Background: an optimization exercise with open tools, aiming at a short achievable clock period and few clock cycles. Do not read the settings as production practice. Power figures rest on the tool's default switching activity, not on a simulated workload.

the reference run:
Design single_cycle_mips, start of the top module:
module single_cycle_mips (
	input  logic                                clk,
	input  logic                                rst_n,
	output mips_pkg::word_t                     ir_addr,
	input  mips_pkg::word_t                     ir,
	input  mips_pkg::word_t                     read_data_mem,
	output logic                                cen,
	output logic                                wen,
	output logic                                oen,
	output logic [mips_pkg::dmem_addr_w-1:0]    a,
	output mips_pkg::word_t                     data_to_mem
);
	mips_pkg::word_t pc;
	mips_pkg::word_t ra_pred;              
	logic            d_v;
	mips_pkg::word_t d_ir;
	mips_pkg::word_t d_pc;
	logic            d_pred;               
	mips_pkg::word_t d_jrpred;             
	mips_pkg::word_t d_pc4;                
	mips_pkg::word_t d_bt;                 
	logic [31:1]     d_rs_oh, d_rt_oh;     
	logic            d_bx_rs, d_bx_rt;     
	logic            d_bw_rs, d_bw_rt;     
	logic            d_dec1;               
	mips_pkg::reg_addr_t d_rd;             
	logic                x_v;
	mips_pkg::reg_addr_t x_rd;             
	logic [5:0]          x_sel;            
	logic                x_sub;
	mips_pkg::word_t     x_a, x_b;         
	mips_pkg::word_t     x_bx;             
	mips_pkg::word_t     w_valn;           
	logic                x_fa, x_fb, x_fs;  
	logic [4:0]          x_sh;
	logic                x_load, x_isadd;
	logic                x_beq, x_bne, x_pred, x_jr;
	mips_pkg::word_t     x_alt;            
	logic                x_one;            
	mips_pkg::word_t     x_jrpred;
	logic [mips_pkg::dmem_addr_w-1:0] x_addr;
	mips_pkg::word_t     x_wdata;
	logic                x_cen, x_wen, x_oen;
	mips_pkg::reg_addr_t w_rd;
	logic [31:1]         w_oh;             
	mips_pkg::word_t     w_val;
	logic            x_redirect, d_redirect;
	mips_pkg::word_t x_target, d_target;
	mips_pkg::word_t pc4, f_bt, f_next;
	logic [5:0]      f_op;
	logic            f_j, f_jal, f_jr, f_br, f_pred;
	logic            unused_c4;
	ks_add #(.W(word_w)) u_pc4 (.a (pc), .b (32'd4), .cin (1'b0), .s (pc4), .cout (unused_c4));
  ...
Size: ~9100 cells after synthesis, roughly 97000 µm² of cells after synthesis.
==> flow/config.mk <==
export PLATFORM = sky130hd
export DESIGN_NAME = single_cycle_mips
export DESIGN_NICKNAME = single_cycle_mips
export VERILOG_FILES = /design/flow/design.v
export SDC_FILE = /design/flow/constraint.sdc
export NUM_CORES = 8
export LEC_CHECK = 0
export CAP_MARGIN = 40
export CORE_MARGIN = 2
export CORE_UTILIZATION = 52
export SETUP_SLACK_MARGIN = 5
export SLEW_MARGIN = 40
export SYNTH_HIERARCHICAL = 1
export SYNTH_MINIMUM_KEEP_SIZE = 0
export TNS_END_PERCENT = 5
==> flow/constraint.sdc <==
create_clock -name core_clock -period 8.0 [get_ports {clk}]
set_input_delay 1.6000 -clock core_clock [delete_from_list [all_inputs] [get_ports {clk}]]
set_output_delay 1.6000 -clock core_clock [all_outputs]
set_load 0.01 [all_outputs]
run.sh (not shown) runs the stock make flow with config.mk's settings and CLKGATE_MAP_FILE= SYNTH_SCRIPT=/design/flow/synth_recipe.tcl, a recipe that flattens the netlist after the stock synthesis.
Modified inputs, the trial run compared to the reference run
--- a/flow/design.v
+++ b/flow/design.v
@@ -169,20 +169,44 @@
 		end else begin
 			for (int i = 1; i < 32; i++) begin
 				if (wr_sel[i]) regs[i] <= wr_data;
 			end
 		end
 	end
-	always_comb begin
-		rs_data = '0;
-		rt_data = '0;
-		for (int i = 1; i < 32; i++) begin
-			rs_data = rs_data | ({word_w{rs_sel[i]}} & regs[i]);
-			rt_data = rt_data | ({word_w{rt_sel[i]}} & regs[i]);
-		end
-	end
+	logic [31:0] rs_sel_x, rt_sel_x;
+	assign rs_sel_x = {rs_sel, 1'b0};
+	assign rt_sel_x = {rt_sel, 1'b0};
+	mips_pkg::word_t rs_g [4], rt_g [4];
+	for (genvar g = 0; g < 4; g++) begin : g_grp
+		mips_pkg::word_t v [8];
+		for (genvar j = 0; j < 8; j++) begin : g_v
+			assign v[j] = (8*g + j == 0) ? '0 : regs[8*g + j];
+		end
+		rf_read8 u_rs (.sel ({rs_sel_x[8*g+7 -: 8]}), .v0 (v[0]), .v1 (v[1]), .v2 (v[2]), .v3 (v[3]),
+		               .v4 (v[4]), .v5 (v[5]), .v6 (v[6]), .v7 (v[7]), .q (rs_g[g]));
+		rf_read8 u_rt (.sel ({rt_sel_x[8*g+7 -: 8]}), .v0 (v[0]), .v1 (v[1]), .v2 (v[2]), .v3 (v[3]),
+		               .v4 (v[4]), .v5 (v[5]), .v6 (v[6]), .v7 (v[7]), .q (rt_g[g]));
+	end
+	assign rs_data  = rs_g[0] | rs_g[1] | rs_g[2] | rs_g[3];
+	assign rt_data  = rt_g[0] | rt_g[1] | rt_g[2] | rt_g[3];
+endmodule
+module rf_read8 (
+	input  logic [7:0]      sel,
+	input  mips_pkg::word_t v0,
+	input  mips_pkg::word_t v1,
+	input  mips_pkg::word_t v2,
+	input  mips_pkg::word_t v3,
+	input  mips_pkg::word_t v4,
+	input  mips_pkg::word_t v5,
+	input  mips_pkg::word_t v6,
+	input  mips_pkg::word_t v7,
+	output mips_pkg::word_t q
+);
+	assign q = ({word_w{sel[0]}} & v0) | ({word_w{sel[1]}} & v1) | ({word_w{sel[2]}} & v2) |
+	           ({word_w{sel[3]}} & v3) | ({word_w{sel[4]}} & v4) | ({word_w{sel[5]}} & v5) |
+	           ({word_w{sel[6]}} & v6) | ({word_w{sel[7]}} & v7);
 endmodule
 module zero_flags (
 	input  logic                clk,
 	input  logic                rst_n,
 	input  logic [31:1]         w_oh,      
 	input  mips_pkg::word_t     w_val,
@@ -439,13 +463,13 @@
 	mips_pkg::reg_addr_t x_rd;             
 	logic [5:0]          x_sel;            
 	logic                x_sub;
 	mips_pkg::word_t     x_a, x_b;         
 	mips_pkg::word_t     x_bx;             
 	mips_pkg::word_t     w_valn;           
-	logic                x_fa, x_fb, x_fs;  
+	logic                x_fa, x_fb;       
 	logic [4:0]          x_sh;
 	logic                x_load, x_isadd;
 	logic                x_beq, x_bne, x_pred, x_jr;
 	mips_pkg::word_t     x_alt;            
 	logic                x_one;            
 	mips_pkg::word_t     x_jrpred;
@@ -669,13 +693,13 @@
 	assign d_b = dd_imm ? imm : (dd_link ? '0 : rf_rt);
 	logic dx;    
 	assign dx = d_v && !x_redirect && !x_skip1 && !d_stall;
 	always_ff @(posedge clk or negedge rst_n) begin
 		if (!rst_n) begin
 			x_v <= 1'b0; x_rd <= '0; x_sel <= '0; x_sub <= 1'b0; x_a <= '0; x_b <= '0; x_bx <= '0; x_sh <= '0;
-			x_fa <= 1'b0; x_fb <= 1'b0; x_fs <= 1'b0;
+			x_fa <= 1'b0; x_fb <= 1'b0;
 			x_load <= 1'b0; x_isadd <= 1'b0;
 			x_beq <= 1'b0; x_bne <= 1'b0; x_pred <= 1'b0; x_jr <= 1'b0;
 			x_alt <= '0; x_jrpred <= '0; x_one <= 1'b0;
 			x_addr <= '0; x_wdata <= '0;
 			x_cen <= 1'b1; x_wen <= 1'b1; x_oen <= 1'b1;
 		end else begin
@@ -696,14 +720,13 @@
 			x_pred   <= d_pred;
 			x_one    <= (d_ir[15:0] == 16'd1);
 			x_jr     <= dd_jr;
 			x_alt    <= d_pred ? d_pc4 : d_bt;
 			x_jrpred <= d_jrpred;
 			x_addr   <= d_addr[8:2];
-			x_wdata  <= rf_rt;
-			x_fs     <= byp_rt;
+			x_wdata  <= byp_rt ? wb : rf_rt;    
 			x_cen    <= !(dx && (dd_load || dd_store));
 			x_wen    <= !(dx && dd_store);
 			x_oen    <= !(dx && dd_load);
 		end
 	end
 	alu u_alu (.op_a (a_eff), .op_b (b_eff), .op_bx (bx_eff), .sub (x_sub), .shamt (x_sh), .sel (x_sel),
@@ -738,12 +761,12 @@
 			w_rd   <= e_rd;
 			w_val  <= wb;
 			w_valn <= ~wb;
 		end
 	end
 	assign a           = x_addr;
-	assign data_to_mem = x_fs ? w_val : x_wdata;
+	assign data_to_mem = x_wdata;
 	assign cen         = !rst_n || x_cen;
 	assign wen         = !rst_n || x_wen;
 	assign oen         = !rst_n || x_oen;
 endmodule
 `default_nettype wire
Results
- Across both runs, vias per cell was lower for the trial run than for the reference run.
- | switching power share of the total | the trial run vs the reference run | 4.3 points higher |
- Final non-filler cell total in the trial run is 1.5% higher than in the reference run
- In the trial run, the number of clock buffers inserted by TritonCTS came out 5 above the value in the reference run.
- On the trial run: sequential share of layout area is 0.97 points lower than what the reference run gave.
- The trial run vs the reference run: met2 demand-to-capacity share in global routing down
- Post-synthesis cell count (the trial run over the reference run): increase, 0.37%
- Total number of multi-input combinational cells was higher in the trial run than in the reference run.
- When the trial run is set beside the reference run, its layout overhead on the synthesized area turns out to be 1.4 points smaller.
- The trial run has less setup slack than the reference run.
- Changes observed in the trial run relative to the reference run: detailed-route wire length picked up an extra 9600 µm, global-route usage lost 0.82 points.
No run of this note included a check of the RTL's function; only the layout flow was run.

==> static timing again, ports no longer ideal <==
No port has a modelled driver above. Below, the same layouts with a new extraction and two added sets of constraints. Step 1 sets driving cells, clkbuf_16 on the clock port and buf_2 on the other inputs (assumed; they add their load-dependent delay and slew). Step 2 moves the port delays by t, midway between the first and last clock arrival at a register: inputs arrive t later, outputs are due t later. That takes back most of the time a late clock gives input paths. Three values: ideal ports, drivers, drivers and shift; two values: the first two.
run | t, ns | slack for setup (ns) | worst register clock-pin slew, ns
the reference run | 0.941 | 4.005 / 3.926 / 3.291 | 0.07 / 0.07
the trial run | 0.946 | 3.965 / 3.562 / 3.120 | 0.08 / 0.08
After both steps setup and hold are still met in every run listed. The setup slack of the trial run, which loses most, moves by -0.403 ns with the drivers and by -0.845 ns with both steps.
